Context: an optimization exercise on an open-source flow, tuned for small area. The choices shown serve that exercise and are no tape-out recipe. Only simulation tests tie the RTL to the original design; equivalence was not proved. Power is estimated from default activity; no workload was simulated.

===== config.mk =====
export PLATFORM = sky130hd
export DESIGN_NAME = icmp_echo_tx
export DESIGN_NICKNAME = icmp_echo_tx
export VERILOG_FILES = /design/flow/design.v
export SDC_FILE = /design/flow/constraint.sdc
export NUM_CORES = 4
export LEC_CHECK = 0
export CAP_MARGIN = 20
export CORE_MARGIN = 2
export CORE_UTILIZATION = 55
export PLACE_DENSITY = 0.65
export SLEW_MARGIN = 20

===== constraint.sdc =====
create_clock -name core_clock -period 8.0 [get_ports {gmii_tx_clk}]
set_input_delay 1.6000 -clock core_clock [delete_from_list [all_inputs] [get_ports {gmii_tx_clk}]]
set_output_delay 1.6000 -clock core_clock [all_outputs]
set_load 0.01 [all_outputs]

===== design.v =====
`timescale 1ns/100ps
module csum_ring (
    input  logic       gmii_tx_clk,
    input  logic       load,
    input  logic [7:0] init_head,
    input  logic [7:0] init_tail,
    input  logic [7:0] op,
    output logic [7:0] head,
    output logic [7:0] tail
);
    logic       c;
    logic [7:0] s;
    logic [8:0] k;
    always_comb begin
        k[0] = c;
        for (int i = 0; i < 8; i++) begin
            s[i]   = head[i] ^ op[i] ^ k[i];
            k[i+1] = (head[i] & op[i]) | (head[i] & k[i]) | (op[i] & k[i]);
        end
    end
    always_ff @(posedge gmii_tx_clk) begin
        head <= load ? init_head : tail;
        tail <= load ? init_tail : s;
        c    <= load ? 1'b0 : k[8];
    end
endmodule
`timescale 1ns/100ps
module payload_fifo #(
    parameter int fifo_depth = 64     
) (
    input  logic                        gmii_tx_clk,
    input  logic                        rst,
    input  logic                        wr,
    input  logic [7:0]                  wdata,
    output logic                        full,
    input  logic                        rd,       
    output logic [7:0]                  rdata,    
    output logic                        empty
);
    localparam int aw = $clog2(fifo_depth);
    logic [8*fifo_depth-1:0] sr;
    logic [aw:0]             count;
    logic                    wr_ok;
    assign full  = count[aw];
    assign empty = count == '0;
    assign wr_ok = wr && !full;
    logic [fifo_depth-1:0] sel;
    always_comb begin
        for (int i = 0; i < fifo_depth; i++)
            sel[i] = count[aw-1:0] == i[aw-1:0];
        rdata = 8'h00;
        for (int i = 0; i < fifo_depth; i++)
            rdata = rdata | (sr[8*i +: 8] & {8{sel[i]}});
    end
    logic [aw:0] count_next;
    always_comb begin
        logic k;
        k = wr_ok ^ rd;
        for (int i = 0; i <= aw; i++) begin
            count_next[i] = count[i] ^ k;
            k             = k & (count[i] ^ rd);
        end
    end
    always_ff @(posedge gmii_tx_clk or posedge rst) begin
        if (rst)
            count <= '0;
        else
            count <= count_next;
    end
    always_ff @(posedge gmii_tx_clk) begin
        if (wr_ok)
            sr <= {sr[8*fifo_depth-9:0], wdata};
    end
endmodule
`timescale 1ns/100ps
module crc32_byte (
    input  logic [31:0] crc_in,
    input  logic [7:0]  x,
    output logic [31:0] crc_out
);
    logic [31:0] c;
    always_comb begin
        c = {24'h0, x};
        for (int i = 0; i < 8; i++)
            c = c[0] ? ((c >> 1) ^ 32'hedb8_8320) : (c >> 1);
        crc_out = {8'h00, crc_in[31:8]} ^ c;
    end
endmodule
`timescale 1ns/100ps
module icmp_echo_tx #(
    parameter logic [47:0] board_mac       = 48'h00_11_22_33_44_55,
    parameter logic [31:0] board_ip        = {8'd192, 8'd168, 8'd0, 8'd2},
    parameter logic [47:0] default_dst_mac = 48'hff_ff_ff_ff_ff_ff,
    parameter logic [31:0] default_dst_ip  = {8'd192, 8'd168, 8'd0, 8'd3},
    parameter int          fifo_depth      = 64
) (
    input  logic                      gmii_tx_clk,
    input  logic                      rst,
    input  logic                      tx_start,
    input  logic [15:0]               tx_byte_num,
    input  logic [47:0]               dst_mac,
    input  logic [31:0]               dst_ip,
    input  logic [15:0]               icmp_id,
    input  logic [15:0]               icmp_seq,
    input  logic [31:0]               data_sum,      
    input  logic [7:0]                payload_data,
    input  logic                      payload_wr,
    output logic                      payload_full,
    output logic                      gmii_tx_en,
    output logic [7:0]                gmii_txd,
    output logic                      busy,
    output logic                      tx_done
);
    localparam logic [6:0] t_hold = 7'd78;
    localparam logic [6:0] t_done = 7'd85;
    localparam logic [31:0] ip_const = 32'h4500 + 32'h4000 + 32'h8001 + 32'd28
                                     + {16'h0, board_ip[31:16]} + {16'h0, board_ip[15:0]};
    localparam logic [16:0] ip_fold  = {1'b0, ip_const[31:16]} + {1'b0, ip_const[15:0]};
    localparam logic [15:0] ip_init  = ip_fold[15:0] + {15'h0, ip_fold[16]};
    logic [6:0]  t;
    logic        accept;
    logic [10:0] n;             
    logic        n_nz;
    logic        fifo_rd;
    logic        fifo_empty;
    logic [7:0]  fifo_data;
    logic        rd_valid;
    logic [7:0]  tx_byte;
    logic [31:0] crc;
    logic [31:0] crc_next;
    logic [7:0]  crc_x;
    assign busy    = (t != 7'd0) && (t != t_done);
    assign tx_done = t == t_done;
    assign accept  = tx_start && !busy;
    assign gmii_tx_en = (t >= 7'd12) && (t <= 7'd83);
    assign n_nz    = n != 11'd0;
    logic [6:0]  t_inc;
    logic [10:0] n_dec;
    always_comb begin
        logic k;
        k = 1'b1;
        for (int i = 0; i < 7; i++) begin
            t_inc[i] = t[i] ^ k;
            k        = k & t[i];
        end
        k = 1'b1;
        for (int i = 0; i < 11; i++) begin
            n_dec[i] = n[i] ^ k;
            k        = k & !n[i];
        end
    end
    always_ff @(posedge gmii_tx_clk or posedge rst) begin
        if (rst)
            t <= 7'd0;
        else if (accept)
            t <= 7'd1;
        else if (t == 7'd0 || t == t_done)
            t <= 7'd0;
        else if (t != t_hold || !n_nz)
            t <= t_inc;
    end
    always_ff @(posedge gmii_tx_clk) begin
        if (accept)
            n <= tx_byte_num[10:0];
        else if (t >= 7'd60 && n_nz)
            n <= n_dec;
    end
    logic [7:0] mac_r [6];
    logic       mac_dflt;
    always_ff @(posedge gmii_tx_clk) begin
        for (int i = 0; i < 6; i++)
            mac_r[i] <= accept ? dst_mac[8*(5-i) +: 8] : mac_r[(i+1)%6];
    end
    always_ff @(posedge gmii_tx_clk) begin
        if (accept)
            mac_dflt <= 1'b1;
        else if (t >= 7'd1 && t <= 7'd6 && mac_r[0] != 8'h00)
            mac_dflt <= 1'b0;
    end
    logic [31:0] ip_v;
    logic [7:0]  ip_r [4];
    assign ip_v = dst_ip | ((dst_ip == 32'd0) ? default_dst_ip : 32'd0);
    always_ff @(posedge gmii_tx_clk) begin
        for (int i = 0; i < 4; i++)
            ip_r[i] <= accept ? ip_v[8*(3-i) +: 8] : ip_r[(i+1)%4];
    end
    logic [31:0] idseq_v;
    logic [7:0]  idseq_r [4];
    assign idseq_v = {icmp_id, icmp_seq};
    always_ff @(posedge gmii_tx_clk) begin
        for (int i = 0; i < 4; i++)
            idseq_r[i] <= accept ? idseq_v[8*(3-i) +: 8] : idseq_r[(i+1)%4];
    end
    logic [7:0] dsh_lo;
    logic [1:0] dsh_hi;
    always_ff @(posedge gmii_tx_clk) begin
        dsh_lo <= accept ? data_sum[23:16] : {6'd0, dsh_hi};
        dsh_hi <= accept ? data_sum[25:24] : 2'd0;
    end
    logic [7:0] id_head;
    logic [7:0] id_tail;
    logic       id_turn;
    logic       id_c;
    logic [7:0] id_sum;
    assign id_turn = (t == 7'd6) || (t == 7'd7) || (t == 7'd37) || (t == 7'd38);
    always_comb begin
        logic k;
        k = (t == 7'd6) || ((t == 7'd7) && id_c);
        for (int i = 0; i < 8; i++) begin
            id_sum[i] = id_head[i] ^ k;
            k         = k & id_head[i];
        end
    end
    always_ff @(posedge gmii_tx_clk) begin
        id_c <= &id_head;
    end
    always_ff @(posedge gmii_tx_clk or posedge rst) begin
        if (rst) begin
            id_head <= 8'd0;
            id_tail <= 8'd0;
        end else if (id_turn) begin
            id_head <= id_tail;
            id_tail <= id_sum;
        end
    end
    logic [7:0] ip_op;
    logic [7:0] ip_cs;
    logic [7:0] icmp_op;
    logic [7:0] icmp_cs;
    always_comb begin
        ip_op = 8'd0;
        if (t >= 7'd1 && t <= 7'd4) ip_op = ip_r[0];
        if (t == 7'd5)              ip_op = {5'd0, n[10:8]};
        if (t == 7'd6 || t == 7'd7) ip_op = id_sum;
        if (t == 7'd8)              ip_op = n[7:0];
        icmp_op = dsh_lo;
        if (t >= 7'd4 && t <= 7'd7) icmp_op = idseq_r[1];
    end
    csum_ring u_ip_sum (
        .gmii_tx_clk (gmii_tx_clk),
        .load        (accept),
        .init_head   (ip_init[15:8]),
        .init_tail   (ip_init[7:0]),
        .op          (ip_op),
        .head        (ip_cs),
        .tail        ()
    );
    csum_ring u_icmp_sum (
        .gmii_tx_clk (gmii_tx_clk),
        .load        (accept),
        .init_head   (data_sum[7:0]),
        .init_tail   (data_sum[15:8]),
        .op          (icmp_op),
        .head        (),
        .tail        (icmp_cs)
    );
    payload_fifo #(
        .fifo_depth (fifo_depth)
    ) u_fifo (
        .gmii_tx_clk (gmii_tx_clk),
        .rst         (rst),
        .wr          (payload_wr),
        .wdata       (payload_data),
        .full        (payload_full),
        .rd          (fifo_rd),
        .rdata       (fifo_data),
        .empty       (fifo_empty)
    );
    assign fifo_rd = (t >= 7'd60) && n_nz && !fifo_empty;
    always_ff @(posedge gmii_tx_clk) begin
        rd_valid <= fifo_rd;
    end
    localparam logic [10:0] tl_add = 11'd28;
    logic [10:0] total_len;
    always_comb begin
        logic k;
        k = 1'b0;
        for (int i = 0; i < 11; i++) begin
            total_len[i] = n[i] ^ tl_add[i] ^ k;
            k            = (n[i] & tl_add[i]) | (n[i] & k) | (tl_add[i] & k);
        end
    end
    logic [7:0] hdr_const;
    always_comb begin
        case (t)
            7'd11, 7'd12, 7'd13, 7'd14,
            7'd15, 7'd16, 7'd17:          hdr_const = 8'h55;
            7'd18:                        hdr_const = 8'hd5;
            7'd25:                        hdr_const = board_mac[47:40];
            7'd26:                        hdr_const = board_mac[39:32];
            7'd27:                        hdr_const = board_mac[31:24];
            7'd28:                        hdr_const = board_mac[23:16];
            7'd29:                        hdr_const = board_mac[15:8];
            7'd30:                        hdr_const = board_mac[7:0];
            7'd31:                        hdr_const = 8'h08;
            7'd33:                        hdr_const = 8'h45;
            7'd39:                        hdr_const = 8'h40;
            7'd41:                        hdr_const = 8'h80;
            7'd42:                        hdr_const = 8'h01;
            7'd45:                        hdr_const = board_ip[31:24];
            7'd46:                        hdr_const = board_ip[23:16];
            7'd47:                        hdr_const = board_ip[15:8];
            7'd48:                        hdr_const = board_ip[7:0];
            default:                      hdr_const = 8'h00;
        endcase
    end
    logic s_mac, s_tlhi, s_tllo, s_id, s_ipcs, s_ip, s_icmpcs, s_idseq, s_pay, s_fcs;
    assign s_mac    = (t >= 7'd19) && (t <= 7'd24);
    assign s_tlhi   = t == 7'd35;
    assign s_tllo   = t == 7'd36;
    assign s_id     = (t == 7'd37) || (t == 7'd38);
    assign s_ipcs   = (t == 7'd43) || (t == 7'd44);
    assign s_ip     = (t >= 7'd49) && (t <= 7'd52);
    assign s_icmpcs = (t == 7'd55) || (t == 7'd56);
    assign s_idseq  = (t >= 7'd57) && (t <= 7'd60);
    assign s_pay    = (t >= 7'd61) && (t <= 7'd78) && rd_valid;
    assign s_fcs    = (t >= 7'd79) && (t <= 7'd82);
    assign tx_byte = hdr_const
                   | ({8{s_mac}}    & (mac_r[0] | {8{mac_dflt}}))
                   | ({8{s_tlhi}}   & {5'd0, total_len[10:8]})
                   | ({8{s_tllo}}   & total_len[7:0])
                   | ({8{s_id}}     & id_tail)
                   | ({8{s_ipcs}}   & ~ip_cs)
                   | ({8{s_ip}}     & ip_r[0])
                   | ({8{s_icmpcs}} & ~icmp_cs)
                   | ({8{s_idseq}}  & idseq_r[0])
                   | ({8{s_pay}}    & fifo_data)
                   | ({8{s_fcs}}    & ~crc[7:0]);
    logic crc_on;
    logic crc_inv;
    assign crc_on  = (t >= 7'd19) && (t <= 7'd78);
    assign crc_inv = (t >= 7'd19) && (t <= 7'd22);
    assign crc_x   = crc_on ? (crc[7:0] ^ tx_byte ^ {8{crc_inv}}) : 8'h00;
    crc32_byte u_crc (
        .crc_in  (crc),
        .x       (crc_x),
        .crc_out (crc_next)
    );
    always_ff @(posedge gmii_tx_clk) begin
        crc      <= crc_next;
        gmii_txd <= tx_byte;
    end
endmodule

===== flow/run.sh =====
#!/bin/bash
# Own layout flow: the standard flow (standard.sh) with three changes:
#  - synthesis maps the logic with an area-oriented ABC script (flow/abc_area.script)
#    in place of ORFS's speed script; everything else in synthesis is unchanged
#  - the port buffers are buf_1 cells instead of clkdlybuf4s50_1
#  - clock tree synthesis uses larger sink clusters and inserts no dummy loads
# The tools' logs are ORFS's, under orfs/logs; make's own output goes to flow_make.log.
set -euo pipefail
cd "$(dirname "$0")/.."
W=$PWD
rm -rf "$W/scripts_mod"
cp -r "$FLOW_HOME/scripts" "$W/scripts_mod"
cp "$W/flow/abc_area.script" "$W/scripts_mod/abc_speed.script"
export SCRIPTS_DIR="$W/scripts_mod"
export BUFFER_PORTS_ARGS="-buffer_cell sky130_fd_sc_hd__buf_1"
export CTS_ARGS="-sink_clustering_enable -repair_clock_nets -dont_use_dummy_load -sink_clustering_size 9 -sink_clustering_max_diameter 45 -buf_list {sky130_fd_sc_hd__clkbuf_2 sky130_fd_sc_hd__clkbuf_4}"
bash "$W/standard.sh" > "$W/flow_make.log" 2>&1

===== flow/abc_area.script =====
strash
dc2
dc2
dch -f
amap
topo
stime -c

===== standard.sh =====
#!/bin/bash
# synth_recipe.tcl (not shown) runs the flow's synth.tcl, then flattens the netlist and writes it again
# the make line also repeats each setting of config.mk as NAME=value (left out here)
make -C /OpenROAD-flow-scripts/flow DESIGN_CONFIG=/design/flow/config.mk WORK_HOME=/design/flow/orfs CLKGATE_MAP_FILE= SYNTH_SCRIPT=/design/flow/synth_recipe.tcl "${@:-finish}"

==> flow_summary.toml, run 1 <==
[timing]
holdWs_ns = 0.399
setup_viol = 0
worstMarginPinSlew_ns = 1.16
fmax_ghz = 0.153
clock_skew_ns = 0.122
rsz0062_at_grt = "no"
final.setup.tns_ns = 0
final_max_slew_viol_count = 0
finalHoldViolCount = 0
min_period_ns = 6.55
fin_crit_sh = 0.819
maxSlewHeadroom = 0.226

[yosys]
synthAdderAreaFrac = 0.0267
synth_warnings = 7
syn_avg_cell_area_um2 = 14.8
ys.flop_type = "edfxtp_1"
synth_top_area_frac = 0.563
ys_async_sr_fraction = 0.0399
synth_top_family_by_area = "compound AO/OA/AOI/OAI gates"
synth.cell_area_um2 = 27900
synth-xor-area-share = 0.000628
yosys.area.top_type = "edfxtp_1"
synth_cell_types = 46
synthCells = 1889
synth_edf_count = 523
synth-seq-cells = 752
ys_top_cells_by_area = "edfxtp_1 (56%), dfxtp_1 (14%), o22a_1 (4.2%)"
seq_area_frac_synth = 0.733
synth_compound_area_frac = 0.159
synthesis.nets = 2111
synth_mux_area_frac = 0
yosys.area_share.simple = 0.0674

[clock_tree]
cts.clk_slew.worst_paths_ns = 0.10
cts_buffers = 102
clk_latency_ns = 0.92
cts.path.max_buffers = 3
post_cts_buffers = 0
htree_levels = 3
cts-resized-gates = 0
cts-root-buf = "clkbuf_4"
clock-sinks = 752
postCtsHoldBufs = 0
tritoncts = "yes"

[run_status]
status = "complete, no violations"

[route]
drt_iter0_drc = 3194
ant_nets = 0
post_drt_wl_per_cell_um = 29.2
vias = 19347
drt-total-wl_um = 84800
viasPerCell = 6.66
firstDrtPassIters = 11
drc_errors = 0

[worst_setup_path]
path_max_fanout = 9
critPathArrivalTime_ns = 7.36
startpoint_type = "flop"
critPathRequiredTime_ns = 8.81
critical_path_class = "reg -> reg"
end_kind = "flop"
crit_path_start = "t[5]"
r2r-start = "t[5]"

[power_and_ir_drop]
p_leak_nw = 9.99
powerDensity_nw_per_um2 = 192
pwr-share-clk = 0.301
sequentialPowerShare = 0.693
pwr-share-comb = 0.007
vdd_drop_max_uv = 121
p_total_w = 0.00593
intPower_w = 0.00471
sw_frac_of_total = 0.205
p_sw_w = 0.00122

[floorplanning]
fp.dieW_um = 229
die_h_um = 229
ios = 184
die-area_um2 = 52500
fp-row-count = 82
start_util = 0.557
core_area_um2 = 50100

[min_path]
holdCritPathClass = "reg -> reg"
hold_start = "u_fifo.sr[304]"

[placed_design]
io_buffers = 172
gp_congestion = 0.965
dpl.hpwl_um = 57500

[cells_and_area]
drive_gt1_frac = 0.0879
nets = 2455
syn_to_final_growth_pct = 10.3

[global_routing]
grt_pass1_wl_um = 122000
grt_usage = 0.321
grt_antenna_before_repair = 2
overflow = 0
grt_pass1_vias = 18690
grt_max_degree = 165

[run]
drv_cap = 0
## synthesized netlist by cell type (all sizes together) (17+ instances only)
| master | count |
|---|---|
| ha | 34 |
| dfxtp | 199 |
| nor2b | 22 |
| dfrtp | 30 |
| o22ai | 29 |
| nand4 | 38 |
| o22a | 133 |
| nor2 | 208 |
| a21oi | 85 |
| clkinv | 104 |
| edfxtp | 523 |
| o21ai | 51 |
| a22o | 46 |
| nand2 | 60 |
| a222oi | 107 |
| a22oi | 34 |
| a2111oi | 17 |
| nor4 | 17 |
| nand3 | 26 |
| nor3 | 24 |
## registers in the layout, summed over array words and instances (netlist names), 8 cells and up
register	flops
gmii_txd	8
ip_r	32
u_fifo.sr	512
u_icmp_sum.head	8
dsh_lo	8
idseq_r	32
mac_r	48
id_tail	8
u_icmp_sum.tail	8
id_head	8
u_ip_sum.tail	8
n	11
u_ip_sum.head	8
crc	32
## cell type report
cell class,count,area [µm²]
fill,4028,19300
sequential,752,20400
antenna,2,5.00
clock buffer,102,766
multi-input combinational,1033,7130
tap,672,841
timing repair buffer,240,1180
inverter,104,419
## critical path, stage by stage (launching register included)
cell and delay [ns]:
dfrtp_1 0.49, nor2_1 0.23, clkinv_1 0.11, nor2_1 0.41
clkinv_1 0.30, nor2_1 0.19, clkinv_1 0.16, nor2_1 0.19
a21oi_1 0.17, nor2_1 0.19, ha_1 0.26, o21ai_0 0.16
o21ai_0 0.18, fa_1 0.42, fa_1 0.43, fa_1 0.43
fa_1 0.42, fa_1 0.42, fa_1 0.42, fa_1 0.40
clkinv_1 0.07, fa_1 0.41, nand2_1 0.06
## routing by layer
metal	share of wire	global-route usage	up-vias
li1	-	-	8332
met1	0.39	0.450	9432
met2	0.43	0.463	1329
met3	0.14	0.108	254
met4	0.047	0.134	0
met5	0	0	-
## kinds of logic after synthesis
| logic type | after synthesis |
|---|---|
| and+or+nand+nor | 415 |
| DFF | 752 |
| AOI/OAI and AO/OA | 566 |
| adders and majority gates | 50 |
| xor gates and xnor gates | 2 |
| buffers and inverters | 104 |
## power by group through the flow
stage	Clock, W	Sequential (W)	Combinational (W)
6_report	0.00178	0.00410	0.0000401
5_1_grt	0.00197	0.00411	0.0000451
4_1_cts	0.00182	0.00410	0.0000404
3_5_place_dp	0	0.00419	0.0000403
3_3_place_gp	0	0.00419	0.0000391
2_1_floorplan	0	0.00419	0.00000618
## path summary, 6_finish.rpt
kind / slack [ns] / endpoint / cells after the start
min: 0.40 / u_fifo.sr[312] / 0
min in group asynchronous: 0.80 / id_tail[4] / 2
max: 1.45 / u_ip_sum.tail[7] / 22
max in group asynchronous: 6.68 / u_fifo.count[0] / 2
max reg2reg: 1.45 / u_ip_sum.tail[7] / 22
min reg2reg: 0.40 / u_fifo.sr[312] / 0
## placed cells by master (no fill, tap or decap), types with 26 or more instances in the layout
master    netlist  final
nand3_1        26     26
edfxtp_1      523    523
a22o_1         46     46
nand2_1        60     59
nand4_1        38     38
clkinv_1      104    101
a22oi_1        34     34
o22ai_1        29     29
dfrtp_1        30     30
a222oi_1      107    107
buf_1           0    172
clkbuf_4        0    102
dfxtp_1       199    199
nor2_1        208    187
a21oi_1        85     85
buf_4           0     66
o22a_1        133    133
o21ai_0        51     51
ha_1           34     34
## metrics by stage
stage / utilization / worst slack, ns / instances / cell area (µm²)
finish: 0.615 / 1.45 / 2905 / 30800
global route: 0.615 / 1.03 / 2905 / 30800
CTS: 0.614 / 1.54 / 2902 / 30700
detailed placement: 0.599 / 1.50 / 2800 / 30000
global placement: 0.599 / 1.52 / 2800 / 30000
floorplan: - / 1.02 / 1889 / 27900
==> run 2: changes to the inputs <==
--- a/flow/run.sh
+++ b/flow/run.sh
@@ -14,4 +14,4 @@
 export SCRIPTS_DIR="$W/scripts_mod"
 export BUFFER_PORTS_ARGS="-buffer_cell sky130_fd_sc_hd__buf_1"
-export CTS_ARGS="-sink_clustering_enable -repair_clock_nets -dont_use_dummy_load -sink_clustering_size 9 -sink_clustering_max_diameter 45 -buf_list {sky130_fd_sc_hd__clkbuf_2 sky130_fd_sc_hd__clkbuf_4}"
+export CTS_ARGS="-sink_clustering_enable -repair_clock_nets -dont_use_dummy_load -sink_clustering_size 14 -sink_clustering_max_diameter 60 -buf_list {sky130_fd_sc_hd__clkbuf_4 sky130_fd_sc_hd__clkbuf_8}"
 bash "$W/standard.sh" > "$W/flow_make.log" 2>&1
==> flow_summary.toml, run 2 <==
[min_path]
hold_start = "ip_r[2][0]"
holdCritPathClass = "reg -> reg"
hold_depth = 1
hold-path-endpoint = "ip_r[1][0]"

[global_routing]
overflow = 0
grt_usage = 0.321
grt_max_degree = 165
grt_pass1_vias = 18438
grt_pass1_wl_um = 122000
grt_antenna_before_repair = 1

[worst_setup_path]
reg2reg_depth = 22
r2r_setup_slack_ns = 1.34
critical_path_class = "reg -> reg"
path_max_fanout = 9
r2r-start = "t[5]"
r2r-end = "u_ip_sum.tail[7]"
critPathArrivalTime_ns = 7.24
end_kind = "flop"
critPathRequiredTime_ns = 8.58
startpoint_type = "flop"

[timing]
fin_crit_sh = 0.833
final_max_slew_viol_count = 0
setup_viol = 0
rsz0062_at_grt = "no"
fmax_ghz = 0.150
clock_skew_ns = 0.0616
finalHoldViolCount = 0
min_period_ns = 6.66
worstMarginPinSlew_ns = 1.14
holdWs_ns = 0.415
final.setup.tns_ns = 0
maxSlewHeadroom = 0.238

[yosys]
synth_top_area_frac = 0.563
synth_common_cells = "edfxtp_1 (523), nor2_1 (208), dfxtp_1 (199)"
yosysMostFrequentCell = "edfxtp_1"
synth.cell_area_um2 = 27900
synth_compound_area_frac = 0.159
synth_mux_area_frac = 0
seq_area_frac_synth = 0.733
synthCells = 1889
ys_async_sr_fraction = 0.0399
syn_avg_cell_area_um2 = 14.8
yosys.area.top_type = "edfxtp_1"
synthesis.nets = 2111
synthAdderAreaFrac = 0.0267
synth-seq-cells = 752
synth_warnings = 7
yosys.area_share.simple = 0.0674
ys.flop_type = "edfxtp_1"
synth-xor-area-share = 0.000628
synth_cell_types = 46
synth_edf_count = 523
synth_top_family_by_area = "compound AO/OA/AOI/OAI gates"
ys_top_cells_by_area = "edfxtp_1 (56%), dfxtp_1 (14%), o22a_1 (4.2%)"

[power_and_ir_drop]
sw_frac_of_total = 0.199
p_leak_nw = 10.0
p_total_w = 0.00607
intPower_w = 0.00487
powerDensity_nw_per_um2 = 196
sequentialPowerShare = 0.676
vdd_drop_max_uv = 140
p_sw_w = 0.00121
pwr-share-clk = 0.317
pwr-share-comb = 0.007

[placed_design]
placed_area_um2 = 30000
io_buffers = 172
gp_congestion = 0.965
dpl.hpwl_um = 57500

[cells_and_area]
syn_to_final_growth_pct = 10.8
drive_gt1_frac = 0.0729
nets = 2419
top_regs = "u_fifo.sr x512, mac_r x48"
final_cell_mix = "edfxtp_1 (523), dfxtp_1 (199), nor2_1 (187)"
largest_register = "u_fifo.sr"
largest_reg_flops = 512
final_area_um2 = 30900
layout_commonest_cell = "edfxtp_1"

[route]
post_drt_wl_per_cell_um = 29.6
viasPerCell = 6.64
met2WireLength_um = 36000
highest-signal-layer = "met5"
vias = 19056
drt_iter0_drc = 3289
m1WireLength_um = 33100
firstDrtPassIters = 10
ant_nets = 0
drc_errors = 0
drt-total-wl_um = 84800
wl_met3_um = 11400

[clock_tree]
clock-sinks = 752
cts.clk_slew.worst_paths_ns = 0.09
clk_latency_ns = 0.67
cts-resized-gates = 0
post_cts_buffers = 0
tritoncts = "yes"
htree_levels = 3
cts_buffers = 66
postCtsHoldBufs = 0
cts.path.max_buffers = 3
cts-root-buf = "clkbuf_8"

[floorplanning]
fp.dieW_um = 229
fp-row-count = 82
ios = 184
core_area_um2 = 50100
die_h_um = 229
start_util = 0.557
die-area_um2 = 52500

[run]
drv_cap = 0

[run_status]
status = "complete, no violations"
-- run 2: cell counts after synthesis --
Identical to the previous run, type by type.
-- run 2: cell type report --
| class | count | area (µm²) |
|---|---|---|
| sequential | 752 | 20400 |
| fill | 3966 | 19100 |
| multi-input combinational | 1033 | 7130 |
| timing repair buffer | 240 | 1180 |
| clock buffer | 66 | 908 |
| tap | 672 | 841 |
| inverter | 104 | 419 |
| antenna | 1 | 2.50 |
-- run 2: power by group through the flow --
stage / combinational [W] / sequential [W] / clock, W
after floorplan: 0.00000618 / 0.00419 / 0
after global placement: 0.0000391 / 0.00419 / 0
after detailed placement: 0.0000403 / 0.00419 / 0
after CTS: 0.0000404 / 0.00410 / 0.00197
after global routing: 0.0000451 / 0.00410 / 0.00211
final: 0.0000400 / 0.00410 / 0.00193
-- run 2: worst max-delay path by stage --
stage | startpoint | endpoint | cells after the start
after floorplan | tx_start | ip_r[3][0] | 5
after global placement | t[5] | u_ip_sum.tail[7] | 22
after detailed placement | t[5] | u_ip_sum.tail[7] | 22
after CTS | t[5] | u_ip_sum.tail[7] | 22
after global routing | t[5] | u_ip_sum.tail[7] | 22
final | t[5] | u_ip_sum.tail[7] | 22
-- run 2: cell families (layout without fill, tap and decap cells) --
group,Yosys count,count (layout)
flip-flops,752,752
AND/OR/NAND/NOR,415,415
XOR/XNOR,2,2
buffers and inverters,104,410
AO/OA/AOI/OAI,566,566
adder cells (fa/ha/maj),50,50
other,0,1
-- run 2: routing by layer --
metal  up-vias  track usage
li1       8216            -
met1      9321        0.447
met2      1252        0.458
met3       263        0.112
met4         4        0.139
met5         -      0.00460
-- run 2: critical path, cell delays in order (launching register included) --
cell and delay, ns:
dfrtp_1 0.49, nor2_1 0.23, clkinv_1 0.11, nor2_1 0.43
clkinv_1 0.31, nor2_1 0.20, clkinv_1 0.18, nor2_1 0.20
a21oi_1 0.17, nor2_1 0.19, ha_1 0.26, o21ai_0 0.16
o21ai_0 0.18, fa_1 0.43, fa_1 0.43, fa_1 0.43
fa_1 0.42, fa_1 0.42, fa_1 0.42, fa_1 0.40
clkinv_1 0.07, fa_1 0.41, nand2_1 0.06
-- run 2: per-stage QoR --
stage | worst slack [ns] | std cells | utilization
after floorplan | 1.02 | 1889 | -
after global placement | 1.52 | 2800 | 0.599
after detailed placement | 1.50 | 2800 | 0.599
after CTS | 1.47 | 2866 | 0.617
after global routing | 0.947 | 2868 | 0.618
final | 1.34 | 2868 | 0.618
==> run 3: changes to the inputs <==
--- a/design.v
+++ b/design.v
@@ -45,11 +45,20 @@
     assign empty = count == '0;
     assign wr_ok = wr && !full;
-    logic [fifo_depth-1:0] sel;
+    logic [7:0] col;
+    logic [7:0] row;
+    logic [7:0] rowv [8];
     always_comb begin
-        for (int i = 0; i < fifo_depth; i++)
-            sel[i] = count[aw-1:0] == i[aw-1:0];
+        for (int i = 0; i < 8; i++) begin
+            col[i] = count[2:0] == i[2:0];
+            row[i] = count[5:3] == i[2:0];
+        end
+        for (int r = 0; r < 8; r++) begin
+            rowv[r] = 8'h00;
+            for (int c = 0; c < 8; c++)
+                rowv[r] = rowv[r] | (sr[8*(8*r+c) +: 8] & {8{col[c]}});
+        end
         rdata = 8'h00;
-        for (int i = 0; i < fifo_depth; i++)
-            rdata = rdata | (sr[8*i +: 8] & {8{sel[i]}});
+        for (int r = 0; r < 8; r++)
+            rdata = rdata | (rowv[r] & {8{row[r]}});
     end
     logic [aw:0] count_next;
--- a/flow/run.sh
+++ b/flow/run.sh
@@ -1,8 +1,11 @@
 #!/bin/bash
-# Own layout flow: the standard flow (standard.sh) with three changes:
+# Own layout flow: the standard flow (standard.sh) with these changes:
 #  - synthesis maps the logic with an area-oriented ABC script (flow/abc_area.script)
 #    in place of ORFS's speed script; everything else in synthesis is unchanged
 #  - the port buffers are buf_1 cells instead of clkdlybuf4s50_1
 #  - clock tree synthesis uses larger sink clusters and inserts no dummy loads
+#  - repair_design and repair_timing may resize a cell to one of another footprint
+#    (the platform's MATCH_CELL_FOOTPRINT keeps them to the same footprint), so a weak
+#    driver of a long net can be sized up instead of getting a buffer
 # The tools' logs are ORFS's, under orfs/logs; make's own output goes to flow_make.log.
 set -euo pipefail
@@ -12,4 +15,5 @@
 cp -r "$FLOW_HOME/scripts" "$W/scripts_mod"
 cp "$W/flow/abc_area.script" "$W/scripts_mod/abc_speed.script"
+sed -i '/append_env_var additional_args MATCH_CELL_FOOTPRINT -match_cell_footprint 0/d' "$W/scripts_mod/util.tcl"
 export SCRIPTS_DIR="$W/scripts_mod"
 export BUFFER_PORTS_ARGS="-buffer_cell sky130_fd_sc_hd__buf_1"
==> flow_summary.toml, run 3 <==
[route]
drt_iter0_drc = 2020
ant_nets = 0
post_drt_wl_per_cell_um = 23.7
vias = 17708
firstDrtPassIters = 8
viasPerCell = 6.30
drc_errors = 0
drt-total-wl_um = 66500

[placed_design]
io_buffers = 172
gp_congestion = 0.935
placed_area_um2 = 29700
place_inst = 2747
dpl.hpwl_um = 41200

[floorplanning]
die-area_um2 = 52400
die_h_um = 229
start_util = 0.556
core_area_um2 = 50100
fp-row-count = 82
ios = 184
fp.dieW_um = 229

[timing]
finalHoldViolCount = 0
fin_crit_sh = 0.835
maxSlewHeadroom = 0.293
setup_viol = 0
final.setup.tns_ns = 0
worstMarginPinSlew_ns = 1.06
final_max_slew_viol_count = 0
clock_skew_ns = 0.0558
rsz0062_at_grt = "no"
fmax_ghz = 0.150
min_period_ns = 6.68

[worst_setup_path]
r2r-end = "u_ip_sum.tail[7]"
reg2reg_depth = 20
critPathMaxStageDelay_ns = 0.55
critPathRequiredTime_ns = 8.60
r2r_setup_slack_ns = 1.32
path_cells = "nor2_1, clkinv_1, nor2_1, clkinv_1, nor4_1, a21oi_1, nor2_1, ha_1, o21ai_0, o21ai_0, fa_1, fa_1, fa_1, fa_1, fa_1, fa_1, fa_1, clkinv_1, fa_1, nand2_1"
path_max_fanout = 13
slowest_stage = "nor4_1"
startpoint_type = "flop"
r2r-start = "t[4]"
critPathArrivalTime_ns = 7.28
end_kind = "flop"
critical_path_class = "reg -> reg"
crit_top_cell = "fa_1"

[cells_and_area]
top_regs = "u_fifo.sr x512, mac_r x48"
largest_register = "u_fifo.sr"
n_fill_cell = 3987
diodes = 0
syn_to_final_growth_pct = 9.80
drive_gt1_frac = 0.0510
multi_input_area_um2 = 7100
final_cell_mix = "edfxtp_1 (523), dfxtp_1 (199), buf_1 (172)"
layout_commonest_cell = "edfxtp_1"
seq_area_um2 = 20400
final_cells = 2810
final_area_um2 = 30600
nets = 2362
largest_reg_flops = 512
fin_util = 0.611

[run_status]
status = "complete, no violations"

[yosys]
ys.flop_type = "edfxtp_1"
synth.cell_area_um2 = 27800
ys_async_sr_fraction = 0.0399
synth_warnings = 8
seq_area_frac_synth = 0.734
syn_avg_cell_area_um2 = 14.9
yosysMostFrequentCell = "edfxtp_1"
synthCells = 1872
synth_common_cells = "edfxtp_1 (523), dfxtp_1 (199), nor2_1 (139)"
ys_top_cells_by_area = "edfxtp_1 (56%), dfxtp_1 (14%), o22a_1 (3.8%)"
synth_cell_types = 46
synth_top_area_frac = 0.564
synthesis.nets = 2094
synth_edf_count = 523
yosys.area.top_type = "edfxtp_1"
synth-seq-cells = 752

[power_and_ir_drop]
p_leak_nw = 9.48
vdd_drop_max_uv = 271
p_total_w = 0.00843
powerDensity_nw_per_um2 = 276

[clock_tree]
htree_levels = 2
clk_latency_ns = 0.67
cts.clk_slew.worst_paths_ns = 0.10
clock-sinks = 752
cts-resized-gates = 0
cts-root-buf = "clkbuf_8"
tritoncts = "yes"
cts_buffers = 61
post_cts_buffers = 0
cts.path.max_buffers = 3
postCtsHoldBufs = 0

[global_routing]
grt_antenna_before_repair = 0
grt_max_degree = 221
grt_pass1_wl_um = 102000
grt_usage = 0.251
grt_pass1_vias = 17304
overflow = 0

[min_path]
hold-path-endpoint = "u_fifo.sr[63]"
hold_depth = 0
holdCritPathClass = "reg -> reg"
hold_start = "u_fifo.sr[55]"

[run]
drv_cap = 0
==> run 3: cell types whose count changed in the layout (fill, tap and decap cells not counted), sizes merged, moves of 22 or more <==
cell	delta
nor2	-69
a22oi	+37
buf	-36
a31oi	+33
nand4	-30
a222oi	-25
a21oi	+22
a22o	-22
==> run 3: worst max-delay path, delay by kind of cell (launching register included) <==
family          cells  cell delay (ns)
simple gates        5             1.38
buf+inv             3             0.42
flops               1             0.51
fa+ha+maj           9             3.64
compound gates      3             0.64
==> run 3: area by class of cell <==
type,instances,area share
Clock buffer,61,0.0275
Inverter,103,0.0129
Tap cell,672,0.0275
Multi-Input combinational cell,1017,0.232
Timing Repair Buffer,205,0.0312
Sequential cell,752,0.669
==> run 3: how the worst max path moves through the flow <==
stage                          start                to  slack [ns]  cells after the start
after global placement          t[4]  u_ip_sum.tail[7]        1.41                     20
after floorplan           payload_wr      u_fifo.sr[0]       -1.74                      2
after detailed placement        t[4]  u_ip_sum.tail[7]        1.36                     20
after CTS                       t[4]  u_ip_sum.tail[7]        1.34                     20
after global routing            t[4]  u_ip_sum.tail[7]        0.76                     20
final                           t[4]  u_ip_sum.tail[7]        1.32                     20
==> run 3: report_power, final <==
group / switching, W / total [W] / internal (W)
combinational: 0.000911 / 0.00169 / 0.000779
clock: 0.00116 / 0.00183 / 0.000677
sequential: 0.000273 / 0.00490 / 0.00463
total: 0.00234 / 0.00843 / 0.00609
==> run 3: per-stage QoR <==
step / hold WS [ns] / setup slack, ns
6_report: 0.421 / 1.32
3_5_place_dp: 0.406 / 1.36
4_1_cts: 0.409 / 1.34
3_3_place_gp: 0.395 / 1.41
2_1_floorplan: 0.394 / -1.74
5_1_grt: 0.418 / 0.757
==> run 3: metal layers <==
| metal | track usage | wire (µm) | up-vias |
|---|---|---|---|
| li1 | - | - | 8109 |
| met1 | 0.379 | 29800 | 8800 |
| met5 | 0 | 0 | - |
| met2 | 0.378 | 29900 | 714 |
| met4 | 0.0674 | 1460 | 0 |
| met3 | 0.0454 | 5310 | 85 |
==> run 3: cells by family after synthesis <==
family,Yosys count,share of synthesized area
simple gates,339,0.0552
compound gates,628,0.170
fa+ha+maj,50,0.0268
flops,752,0.734
buf+inv,103,0.0139
==> run 4: changes to the inputs <==
==> flow/abc_area.script (replaced) <==
strash
dc2
dc2
dch -f
amap -F 4 -A 4
topo
stime -c
==> flow_summary.toml, run 4 <==
[clock_tree]
cts-resized-gates = 0
htree_levels = 2
cts.path.max_buffers = 3
post_cts_buffers = 0
postCtsHoldBufs = 0
cts_buffers = 61
clk_latency_ns = 0.69
tritoncts = "yes"
cts-root-buf = "clkbuf_8"
cts.clk_slew.worst_paths_ns = 0.10
clock-sinks = 752

[timing]
final.setup.tns_ns = 0
rsz0062_at_grt = "no"
clock_skew_ns = 0.0869
maxSlewHeadroom = 0.280
final_max_slew_viol_count = 0
finalHoldViolCount = 0
worstMarginPinSlew_ns = 1.08
setup_viol = 0
fin_crit_sh = 0.834
min_period_ns = 6.67
fmax_ghz = 0.150

[global_routing]
grt_pass1_vias = 17308
grt_max_degree = 179
grt_antenna_before_repair = 0
overflow = 0
grt_usage = 0.257
grt_pass1_wl_um = 103000

[yosys]
synth_top_area_frac = 0.568
synthCells = 1822
synth_cell_types = 42
yosysMostFrequentCell = "edfxtp_1"
ys_top_cells_by_area = "edfxtp_1 (57%), dfxtp_1 (14%), o22a_1 (4.2%)"
synthesis.nets = 2044
synth.cell_area_um2 = 27700
synth_common_cells = "edfxtp_1 (523), dfxtp_1 (199), o22a_1 (132)"
yosys.area.top_type = "edfxtp_1"
synth_warnings = 8
syn_avg_cell_area_um2 = 15.2
ys_async_sr_fraction = 0.0399
synth-seq-cells = 752
ys.flop_type = "edfxtp_1"
seq_area_frac_synth = 0.739
synth_edf_count = 523

[placed_design]
dpl.hpwl_um = 41100
io_buffers = 172
place_inst = 2693
gp_congestion = 0.940
placed_area_um2 = 29500

[floorplanning]
start_util = 0.555
die-area_um2 = 52100
core_area_um2 = 49900
fp.dieW_um = 228
die_h_um = 228
ios = 184
fp-row-count = 82

[route]
vias = 17735
drt_iter0_drc = 2371
firstDrtPassIters = 8
post_drt_wl_per_cell_um = 24.5
viasPerCell = 6.44
ant_nets = 0
drc_errors = 0
drt-total-wl_um = 67400

[cells_and_area]
syn_to_final_growth_pct = 9.79
nets = 2306
layout_commonest_cell = "edfxtp_1"
final_cells = 2755
largest_reg_flops = 512
fin_util = 0.609
drive_gt1_frac = 0.0480
top_regs = "u_fifo.sr x512, mac_r x48"
final_area_um2 = 30400
largest_register = "u_fifo.sr"
final_cell_mix = "edfxtp_1 (523), dfxtp_1 (199), buf_1 (172)"

[power_and_ir_drop]
p_total_w = 0.00843
p_leak_nw = 9.37
vdd_drop_max_uv = 179
powerDensity_nw_per_um2 = 278

[worst_setup_path]
critPathRequiredTime_ns = 8.60
critical_path_class = "reg -> reg"
end_kind = "flop"
path_max_fanout = 12
reg2reg_depth = 20
startpoint_type = "flop"
critPathArrivalTime_ns = 7.27

[run]
drv_cap = 0

[run_status]
status = "complete, no violations"

[min_path]
holdCritPathClass = "reg -> reg"
hold_depth = 0
==> run 4: metrics by stage <==
step,hold slack (ns),worst slack [ns]
global route,0.423,0.905
finish,0.419,1.33
global placement,0.396,1.45
CTS,0.422,1.39
floorplan,0.394,-1.74
detailed placement,0.415,1.38
==> run 4: critical path, cell delays in order (launching register included) <==
cell and delay [ns]:
dfrtp_1 0.55, nor2_1 0.33, clkinv_1 0.20, nor2_1 0.31, clkinv_1 0.20, nor4_1 0.56, nor2_1 0.28, nor2_1 0.16
ha_1 0.25, nor2_1 0.11, o22ai_1 0.10, fa_1 0.42, fa_1 0.45, fa_1 0.47, fa_1 0.43, fa_1 0.42
fa_1 0.42, fa_1 0.41, clkinv_1 0.07, fa_1 0.40, nand2_1 0.06
==> run 4: cells by family after synthesis <==
group,after synthesis,synth area share
DFF,752,0.739
adders and majority gates,50,0.0270
buffers and inverters,94,0.0128
xor gates and xnor gates,2,0.000633
AOI/OAI and AO/OA,629,0.173
and+or+nand+nor,295,0.0480
==> run 4: where the power goes <==
group	switching (W)	total [W]	internal (W)
Clock	0.00114	0.00182	0.000677
Combinational	0.000894	0.00167	0.000781
Sequential	0.000310	0.00494	0.00463
==> run 4: final timing paths <==
check	from	to	slack, ns
worst max-delay path	t[5]	u_ip_sum.tail[7]	1.33
worst min-delay path	u_fifo.sr[495]	u_fifo.sr[503]	0.42
worst max register to register	t[5]	u_ip_sum.tail[7]	1.33
worst min register to register	u_fifo.sr[495]	u_fifo.sr[503]	0.42
max in group asynchronous	rst	t[1]	6.62
min in group asynchronous	rst	id_tail[5]	0.85
==> run 4: per-layer routing <==
metal | share of wire | wire (µm) | global-route usage
met5 | 0 | 0 | 0
met3 | 0.087 | 5850 | 0.0464
met1 | 0.44 | 29600 | 0.390
met4 | 0.027 | 1840 | 0.0831
met2 | 0.45 | 30000 | 0.379
==> run 4: layout make-up <==
| class | instances | area [µm²] |
|---|---|---|
| timing repair buffer | 199 | 953 |
| multi-input combinational | 976 | 6930 |
| fill | 3937 | 19500 |
| sequential | 752 | 20400 |
| tap | 672 | 841 |
| inverter | 94 | 359 |
| clock buffer | 61 | 840 |
| antenna | 1 | 2.50 |
==> run 5: changes to the inputs <==
--- a/config.mk
+++ b/config.mk
@@ -9,4 +9,4 @@
 export CORE_MARGIN = 2
 export CORE_UTILIZATION = 55
-export PLACE_DENSITY = 0.65
+export PLACE_DENSITY = 0.8
 export SLEW_MARGIN = 20
==> flow_summary.toml, run 5 <==
[run]
drv_cap = 0

[route]
drt_iter0_drc = 2694
drt-total-wl_um = 65500
viasPerCell = 6.56
ant_nets = 0
post_drt_wl_per_cell_um = 23.7
vias = 18113
drc_errors = 0
firstDrtPassIters = 9

[global_routing]
grt_pass1_wl_um = 101000
overflow = 0
grt_max_degree = 208
grt_use_met1 = 0.347
grtUsageMet2 = 0.382
grt_antenna_before_repair = 2
top_usage_layer = "met2"
grt_pass1_vias = 17722
grt_util_met3 = 0.0489
grt_usage = 0.248

[cells_and_area]
syn_to_final_growth_pct = 9.92
largest_reg_flops = 512
final_area_um2 = 30400
n_fill_cell = 3760
drive_gt1_frac = 0.0508
final_cell_mix = "edfxtp_1 (523), dfxtp_1 (199), buf_1 (172)"
largest_register = "u_fifo.sr"
nets = 2311
top_regs = "u_fifo.sr x512, mac_r x48"
seq_area_um2 = 20400
layout_commonest_cell = "edfxtp_1"
final_cells = 2760
multi_input_area_um2 = 6930
fin_util = 0.610

[power_and_ir_drop]
pwr-share-clk = 0.225
intPower_w = 0.00615
vdd_drop_max_uv = 207
p_sw_w = 0.00235
sequentialPowerShare = 0.581
pwr-share-comb = 0.194
powerDensity_nw_per_um2 = 280
sw_frac_of_total = 0.277
p_leak_nw = 9.39

[worst_setup_path]
path_max_fanout = 12
startpoint_type = "flop"
critPathRequiredTime_ns = 8.56
reg2reg_depth = 20
r2r-end = "u_ip_sum.tail[7]"
critPathArrivalTime_ns = 7.08
r2r_setup_slack_ns = 1.47
critical_path_class = "reg -> reg"
end_kind = "flop"
r2r-start = "t[5]"

[min_path]
hold_depth = 1
hold_start = "crc[31]"
holdCritPathClass = "reg -> reg"
hold-path-endpoint = "crc[23]"

[yosys]
synth_top_area_frac = 0.568
syn_avg_cell_area_um2 = 15.2
synthCells = 1822
synth_edf_count = 523
yosysMostFrequentCell = "edfxtp_1"
seq_area_frac_synth = 0.739
synth-seq-cells = 752
synth_cell_types = 42
ys_top_cells_by_area = "edfxtp_1 (57%), dfxtp_1 (14%), o22a_1 (4.2%)"
synth_warnings = 8
ys.flop_type = "edfxtp_1"
synth_common_cells = "edfxtp_1 (523), dfxtp_1 (199), o22a_1 (132)"
yosys.area.top_type = "edfxtp_1"
synth.cell_area_um2 = 27700
ys_async_sr_fraction = 0.0399
synthesis.nets = 2044

[timing]
worstMarginPinSlew_ns = 1.07
rsz0062_at_grt = "no"
final_max_slew_viol_count = 0
setup_viol = 0
fin_crit_sh = 0.816
fmax_ghz = 0.153
clock_skew_ns = 0.0916
min_period_ns = 6.53
finalHoldViolCount = 0
maxSlewHeadroom = 0.289
holdWs_ns = 0.382

[clock_tree]
cts.clk_slew.worst_paths_ns = 0.08
clk_latency_ns = 0.65
htree_levels = 3
postCtsHoldBufs = 0
clock-sinks = 752
cts.path.max_buffers = 3
cts_buffers = 67
cts-root-buf = "clkbuf_8"
post_cts_buffers = 0
tritoncts = "yes"
cts-resized-gates = 0

[floorplanning]
ios = 184
start_util = 0.555
die_h_um = 228
fp-row-count = 82
core_area_um2 = 49900
fp.dieW_um = 228
die-area_um2 = 52100

[placed_design]
dpl.hpwl_um = 40500
place_inst = 2692
gp_congestion = 0.953
io_buffers = 172
placed_area_um2 = 29500

[run_status]
status = "complete, no violations"
## run 5: cell counts after synthesis
No cell type changed its count.
## run 5: cells by family after synthesis
group,synth area share
simple gates,0.0480
buf+inv,0.0128
xor+xnor,0.000633
compound gates,0.173
fa+ha+maj,0.0270
flops,0.739
## run 5: area by class of cell
class                      count  area share
tap                          672      0.0277
antenna                        1   0.0000823
sequential                   752       0.672
inverter                      94      0.0118
clock buffer                  67      0.0303
multi-input combinational    976       0.228
timing repair buffer         198      0.0298
## run 5: through the flow
| stage | power, W | TNS (ns) | worst slack, ns |
|---|---|---|---|
| 2_1_floorplan | 0.00613 | -890.12 | -1.74 |
| 3_3_place_gp | 0.00657 | 0 | 1.49 |
| 3_5_place_dp | 0.00665 | 0 | 1.48 |
| 4_1_cts | 0.00855 | 0 | 1.47 |
| 5_1_grt | 0.00893 | 0 | 1.04 |
| 6_report | 0.00851 | 0 | 1.47 |
## run 5: how the worst max path moves through the flow
| stage | startpoint | depth (start not counted) | slack, ns | to |
|---|---|---|---|---|
| floorplan | payload_wr | 2 | -1.74 | u_fifo.sr[0] |
| global placement | t[5] | 20 | 1.49 | u_ip_sum.tail[7] |
| detailed placement | t[5] | 20 | 1.48 | u_ip_sum.tail[7] |
| CTS | t[5] | 20 | 1.47 | u_ip_sum.tail[7] |
| global route | t[5] | 20 | 1.04 | u_ip_sum.tail[7] |
| finish | t[5] | 20 | 1.47 | u_ip_sum.tail[7] |
## run 5: routing by layer
layer  wire, µm  share of wire  vias up
met5          0              0        -
met4       2490          0.038        0
met3       6870           0.10      160
met2      29900           0.46     1035
met1      26300           0.40     8890
li1           -              -     8028
## run 5: power by group through the flow
stage | combinational, W | sequential [W] | clock (W)
after global placement | 0.00158 | 0.00500 | 0
after CTS | 0.00165 | 0.00493 | 0.00196
after detailed placement | 0.00164 | 0.00501 | 0
final | 0.00165 | 0.00494 | 0.00191
after floorplan | 0.00124 | 0.00488 | 0
after global routing | 0.00186 | 0.00498 | 0.00209
## run 5: worst max-delay path, stage by stage (launching register included)
cell	delay, ns
dfrtp_1	0.52
nor2_1	0.32
clkinv_1	0.19
nor2_1	0.28
clkinv_1	0.19
nor4_1	0.51
nor2_1	0.27
nor2_1	0.15
ha_1	0.25
nor2_1	0.16
o22ai_1	0.14
fa_1	0.41
fa_1	0.43
fa_1	0.44
fa_1	0.43
fa_1	0.43
fa_1	0.43
fa_1	0.41
clkinv_1	0.07
fa_1	0.41
nand2_1	0.06
==> run 6: changes to the inputs <==
--- a/config.mk
+++ b/config.mk
@@ -8,5 +8,5 @@
 export CAP_MARGIN = 20
 export CORE_MARGIN = 2
-export CORE_UTILIZATION = 55
-export PLACE_DENSITY = 0.8
+export CORE_UTILIZATION = 60
+export PLACE_DENSITY = 0.7
 export SLEW_MARGIN = 20
==> flow_summary.toml, run 6 <==
[run_status]
status = "complete, no violations"

[floorplanning]
die-area_um2 = 47800
ios = 184
fp.dieW_um = 219
core_area_um2 = 45500
fp-row-count = 78
die_h_um = 219
start_util = 0.608

[yosys]
ys.flop_type = "edfxtp_1"
synth_edf_count = 523
synth_warnings = 8
synth_cell_types = 42
ys_top_cells_by_area = "edfxtp_1 (57%), dfxtp_1 (14%), o22a_1 (4.2%)"
yosysMostFrequentCell = "edfxtp_1"
synth-seq-cells = 752
seq_area_frac_synth = 0.739
synth_top_area_frac = 0.568
synthCells = 1822
synth_common_cells = "edfxtp_1 (523), dfxtp_1 (199), o22a_1 (132)"
yosys.area.top_type = "edfxtp_1"
synth.cell_area_um2 = 27700
synthesis.nets = 2044
ys_async_sr_fraction = 0.0399
syn_avg_cell_area_um2 = 15.2

[worst_setup_path]
crit_path_start = "t[5]"
critical_path_class = "reg -> reg"
path_max_fanout = 12
critPathRequiredTime_ns = 8.59
r2r-end = "u_ip_sum.tail[7]"
end_kind = "flop"
critPathArrivalTime_ns = 7.12
r2r_setup_slack_ns = 1.47
startpoint_type = "flop"
endpoint = "u_ip_sum.tail[7]"
reg2reg_depth = 20
r2r-start = "t[5]"

[run]
drv_cap = 0

[clock_tree]
cts-root-buf = "clkbuf_8"
tritoncts = "yes"
clock-sinks = 752
clk_latency_ns = 0.71
cts_buffers = 61
postCtsHoldBufs = 0
cts.clk_slew.worst_paths_ns = 0.10
htree_levels = 2
cts-resized-gates = 0
cts.path.max_buffers = 3
post_cts_buffers = 0

[global_routing]
overflow = 0
grt_antenna_before_repair = 1
grt_pass1_wl_um = 99200
grt_max_degree = 220
grt_usage = 0.271
grt_pass1_vias = 17089

[route]
drt_iter0_drc = 2640
drt-total-wl_um = 65300
vias = 17737
firstDrtPassIters = 8
viasPerCell = 6.61
drc_errors = 0
post_drt_wl_per_cell_um = 24.4
ant_nets = 0

[cells_and_area]
drive_gt1_frac = 0.0485
final_cells = 2682
n_fill_cell = 3316
top_regs = "u_fifo.sr x512, mac_r x48"
nets = 2306
final_cell_mix = "edfxtp_1 (523), dfxtp_1 (199), buf_1 (172)"
syn_to_final_growth_pct = 9.36
largest_register = "u_fifo.sr"
diodes = 0
layout_commonest_cell = "edfxtp_1"
largest_reg_flops = 512

[timing]
rsz0062_at_grt = "no"
worstMarginPinSlew_ns = 0.983
holdWs_ns = 0.400
maxSlewHeadroom = 0.327
final_max_slew_viol_count = 0
clock_skew_ns = 0.0730
fin_crit_sh = 0.817
min_period_ns = 6.53
setup_viol = 0
finalHoldViolCount = 0
fmax_ghz = 0.153
final.setup.tns_ns = 0

[placed_design]
gp_congestion = 0.952
dpl.hpwl_um = 40300
io_buffers = 172
place_inst = 2620

[power_and_ir_drop]
p_leak_nw = 9.36
vdd_drop_max_uv = 219
powerDensity_nw_per_um2 = 278
p_total_w = 0.00840

[min_path]
holdCritPathClass = "reg -> reg"
==> run 6: report_power, final <==
group | switching, W | internal, W | leakage (nW)
Clock | 0.00114 | 0.000677 | 0.439
Combinational | 0.000880 | 0.000777 | 2.61
Sequential | 0.000300 | 0.00463 | 6.31
==> run 6: stage by stage <==
step	setup slack [ns]	cell area, µm²	utilization
2_1_floorplan	-1.74	27700	-
3_3_place_gp	1.51	29400	0.646
3_5_place_dp	1.51	29400	0.646
4_1_cts	1.47	30200	0.664
5_1_grt	1.09	30200	0.665
6_report	1.47	30200	0.665
==> run 6: cell families (layout without fill, tap and decap cells) <==
logic type,count (synthesis),in the layout,synth area share
AOI/OAI and AO/OA,629,629,0.173
xor gates and xnor gates,2,2,0.000633
adders and majority gates,50,50,0.0270
buffers and inverters,94,354,0.0128
DFF,752,752,0.739
and+or+nand+nor,295,295,0.0480
==> run 6: layout make-up <==
cell class / instances / area [µm²] / share of cell area
Clock buffer: 61 / 840 / 0.0278
Inverter: 94 / 359 / 0.0119
Multi-Input combinational cell: 976 / 6930 / 0.229
Sequential cell: 752 / 20400 / 0.676
Tap cell: 600 / 751 / 0.0248
Timing Repair Buffer: 199 / 926 / 0.0306
==> run 6: worst max-delay path: stages, from the launching register on <==
cell and delay [ns]:
dfrtp_1 0.55, nor2_1 0.29, clkinv_1 0.17, nor2_1 0.28
clkinv_1 0.20, nor4_1 0.53, nor2_1 0.26, nor2_1 0.16
ha_1 0.25, nor2_1 0.12, o22ai_1 0.11, fa_1 0.40
fa_1 0.42, fa_1 0.45, fa_1 0.44, fa_1 0.43
fa_1 0.42, fa_1 0.40, clkinv_1 0.08, fa_1 0.41
nand2_1 0.06
==> run 6: per-layer routing <==
metal | part of all wire | GRT usage
met1 | 0.44 | 0.413
met2 | 0.45 | 0.403
met3 | 0.089 | 0.0539
met4 | 0.024 | 0.0725
met5 | 0.00029 | 0
==> run 6: worst min-delay path by stage <==
stage	start	end	slack [ns]	depth (start not counted)
3_3_place_gp	u_ip_sum.tail[2]	u_ip_sum.head[2]	0.40	1
2_1_floorplan	u_ip_sum.tail[0]	u_ip_sum.head[0]	0.39	1
6_report	u_fifo.sr[181]	u_fifo.sr[189]	0.40	0
3_5_place_dp	u_ip_sum.tail[2]	u_ip_sum.head[2]	0.41	1
5_1_grt	u_fifo.sr[181]	u_fifo.sr[189]	0.43	0
4_1_cts	u_fifo.sr[397]	u_fifo.sr[405]	0.41	0
==> run 7: changes to the inputs <==
--- a/flow/run.sh
+++ b/flow/run.sh
@@ -8,4 +8,5 @@
 #    (the platform's MATCH_CELL_FOOTPRINT keeps them to the same footprint), so a weak
 #    driver of a long net can be sized up instead of getting a buffer
+#  - after global routing, cells off the critical paths are sized down (RECOVER_POWER)
 # The tools' logs are ORFS's, under orfs/logs; make's own output goes to flow_make.log.
 set -euo pipefail
@@ -17,4 +18,5 @@
 sed -i '/append_env_var additional_args MATCH_CELL_FOOTPRINT -match_cell_footprint 0/d' "$W/scripts_mod/util.tcl"
 export SCRIPTS_DIR="$W/scripts_mod"
+export RECOVER_POWER=100
 export BUFFER_PORTS_ARGS="-buffer_cell sky130_fd_sc_hd__buf_1"
 export CTS_ARGS="-sink_clustering_enable -repair_clock_nets -dont_use_dummy_load -sink_clustering_size 14 -sink_clustering_max_diameter 60 -buf_list {sky130_fd_sc_hd__clkbuf_4 sky130_fd_sc_hd__clkbuf_8}"
==> flow_summary.toml, run 7 <==
[floorplanning]
ios = 184
start_util = 0.608
die-area_um2 = 47800
core_area_um2 = 45500
fp.dieW_um = 219
die_h_um = 219
fp-row-count = 78

[cells_and_area]
drive_gt1_frac = 0.0461
fin_util = 0.664
largest_reg_flops = 512
top_regs = "u_fifo.sr x512, mac_r x48"
layout_commonest_cell = "edfxtp_1"
largest_register = "u_fifo.sr"
final_cell_mix = "edfxtp_1 (523), dfxtp_1 (199), buf_1 (171)"
final_cells = 2682
nets = 2306
diodes = 0
syn_to_final_growth_pct = 9.13

[timing]
worstMarginPinSlew_ns = 3.54
fmax_ghz = 0.143
setup_viol = 0
clock_skew_ns = 0.0702
maxSlewHeadroom = -1.36
final_max_slew_viol_count = 704
min_period_ns = 6.99
finalHoldViolCount = 0
fin_crit_sh = 0.874
rsz0062_at_grt = "no"

[global_routing]
grt_antenna_before_repair = 1
grt_pass1_vias = 17089
grt_pass1_wl_um = 99200
grt_max_degree = 220
grt_usage = 0.271
overflow = 0

[yosys]
synth_warnings = 8
synth_compound_area_frac = 0.173
ys.flop_type = "edfxtp_1"
synth_top_family_by_area = "compound AO/OA/AOI/OAI gates"
synth-seq-cells = 752
synthAdderAreaFrac = 0.0270
seq_area_frac_synth = 0.739
synth.cell_area_um2 = 27700
synthesis.nets = 2044
synth_common_cells = "edfxtp_1 (523), dfxtp_1 (199), o22a_1 (132)"
ys_async_sr_fraction = 0.0399
ys_top_cells_by_area = "edfxtp_1 (57%), dfxtp_1 (14%), o22a_1 (4.2%)"
yosysMostFrequentCell = "edfxtp_1"
syn_avg_cell_area_um2 = 15.2
synth_top_area_frac = 0.568
synth_cell_types = 42
synth_mux_area_frac = 0
yosys.area_share.simple = 0.0480
yosys.area.top_type = "edfxtp_1"
synth_edf_count = 523
synth-xor-area-share = 0.000633
synthCells = 1822

[run]
drv_cap = 8

[worst_setup_path]
r2r-start = "t[5]"
critPathArrivalTime_ns = 7.18
critical_path_class = "in -> reg"
reg2reg_depth = 20
r2r-end = "u_ip_sum.tail[7]"
r2r_setup_slack_ns = 1.40
end_kind = "flop"
startpoint_type = "input port"
critPathRequiredTime_ns = 8.19
path_max_fanout = 151

[clock_tree]
tritoncts = "yes"
clock-sinks = 752
post_cts_buffers = 0
htree_levels = 2
cts.path.max_buffers = 3
cts.clk_slew.worst_paths_ns = 0.09
cts_buffers = 61
cts-resized-gates = 0
clk_latency_ns = 0.71
postCtsHoldBufs = 0
cts-root-buf = "clkbuf_8"

[power_and_ir_drop]
p_total_w = 0.00840
p_leak_nw = 9.33
powerDensity_nw_per_um2 = 278
vdd_drop_max_uv = 223

[min_path]
hold_depth = 0
hold_start = "u_fifo.sr[181]"
hold-path-endpoint = "u_fifo.sr[189]"
holdCritPathClass = "reg -> reg"

[route]
highest-signal-layer = "met5"
viasPerCell = 6.60
drt-total-wl_um = 65400
firstDrtPassIters = 6
m1WireLength_um = 28600
vias = 17709
ant_nets = 0
met2WireLength_um = 29300
wl_met3_um = 5980
post_drt_wl_per_cell_um = 24.4
drc_errors = 0
drt_iter0_drc = 2624

[placed_design]
place_inst = 2620
dpl.hpwl_um = 40300
gp_congestion = 0.952
io_buffers = 172

[run_status]
status = "failed layout checks"
violations = "capacitance limit, slew limit"
## run 7: cell counts after synthesis
Identical to the previous run, type by type.
## run 7: worst max-delay path by stage
stage                     from          endpoint  cells after the start
global route        payload_wr    u_fifo.sr[435]                      6
finish              payload_wr    u_fifo.sr[435]                      6
detailed placement        t[5]  u_ip_sum.tail[7]                     20
floorplan           payload_wr      u_fifo.sr[0]                      2
global placement          t[5]  u_ip_sum.tail[7]                     20
CTS                       t[5]  u_ip_sum.tail[7]                     20
## run 7: stage by stage
step | cell area [µm²] | hold slack [ns] | TNS (ns) | worst slack (ns)
after floorplan | 27700 | 0.394 | -890.12 | -1.74
after global placement | 29400 | 0.396 | 0 | 1.51
after detailed placement | 29400 | 0.411 | 0 | 1.51
after CTS | 30200 | 0.415 | 0 | 1.47
after global routing | 30200 | 0.430 | 0 | 0.561
final | 30200 | 0.412 | 0 | 1.01
## run 7: routing by layer
layer | global-route usage | vias to the layer above
met1 | 0.413 | 8748
met2 | 0.403 | 868
met5 | 0 | -
met4 | 0.0725 | 2
met3 | 0.0539 | 102
li1 | - | 7989
## run 7: kinds of logic (layout without fill, tap and decap cells)
logic type / count (synthesis) / count (layout)
fa+ha+maj: 50 / 50
buf+inv: 94 / 354
flops: 752 / 752
simple gates: 295 / 295
xor+xnor: 2 / 2
compound gates: 629 / 629
## run 7: report_power, final
group | internal [W] | switching, W | total (W) | leakage [nW]
clock network | 0.000677 | 0.00113 | 0.00181 | 0.439
logic | 0.000784 | 0.000879 | 0.00166 | 2.59
registers | 0.00463 | 0.000299 | 0.00493 | 6.31
## run 7: worst max-delay path, stage by stage
cell and delay [ns]:
clkbuf_1 0.25, nand2_8 0.08, clkinvlp_2 0.09, clkbuf_1 2.15, buf_12 0.38, clkbuf_2 2.54
## run 7: cell type report
class / count / area, µm²
Timing Repair Buffer: 199 / 875
Sequential cell: 752 / 20400
Clock buffer: 61 / 840
Inverter: 94 / 357
Tap cell: 600 / 751
Fill cell: 3328 / 15300
Multi-Input combinational cell: 976 / 6920

afterwards: timing with drivers on the ports:
Ports are ideal in the flow. The routed layouts listed here were re-timed in OpenROAD. Step 1 sets driving cells, clkbuf_16 on the clock port and buf_2 on the other inputs (assumed; they add their load-dependent delay and slew). Step 2 times the ports against the registers' clock, not the clock port: input delays grow and output delays shrink by t, the midpoint of the rising clock arrivals with the driver on. Slacks: no drivers / after step 1 / after step 2; pairs: no drivers / after step 1.
| run | t, ns | slack for setup (ns) | hold WS [ns] | worst register clock-pin slew, ns | worst data-port slew with drivers (ns) |
|---|---|---|---|---|---|
| run 1 | 0.916 | 1.451 / 1.451 / 1.451 | 0.399 / 0.399 / 0.399 | 0.11 / 0.11 | 0.06 |
| run 2 | 0.710 | 1.336 / 1.336 / 1.336 | 0.415 / 0.415 / 0.415 | 0.10 / 0.10 | 0.06 |
| run 3 | 0.718 | 1.322 / 1.322 / 1.322 | 0.421 / 0.421 / 0.421 | 0.10 / 0.10 | 0.07 |
| run 4 | 0.716 | 1.330 / 1.330 / 1.330 | 0.419 / 0.419 / 0.419 | 0.10 / 0.10 | 0.07 |
| run 5 | 0.667 | 1.473 / 1.473 / 1.473 | 0.382 / 0.382 / 0.382 | 0.09 / 0.09 | 0.07 |
| run 6 | 0.719 | 1.467 / 1.467 / 1.467 | 0.400 / 0.400 / 0.400 | 0.10 / 0.10 | 0.06 |
| run 7 | 0.719 | 1.006 / 1.038 / 0.319 | 0.412 / 0.412 / 0.412 | 0.10 / 0.10 | 0.06 |
The setup slack of run 7, which loses most, moves by +0.032 ns with the drivers and by -0.687 ns with both steps.
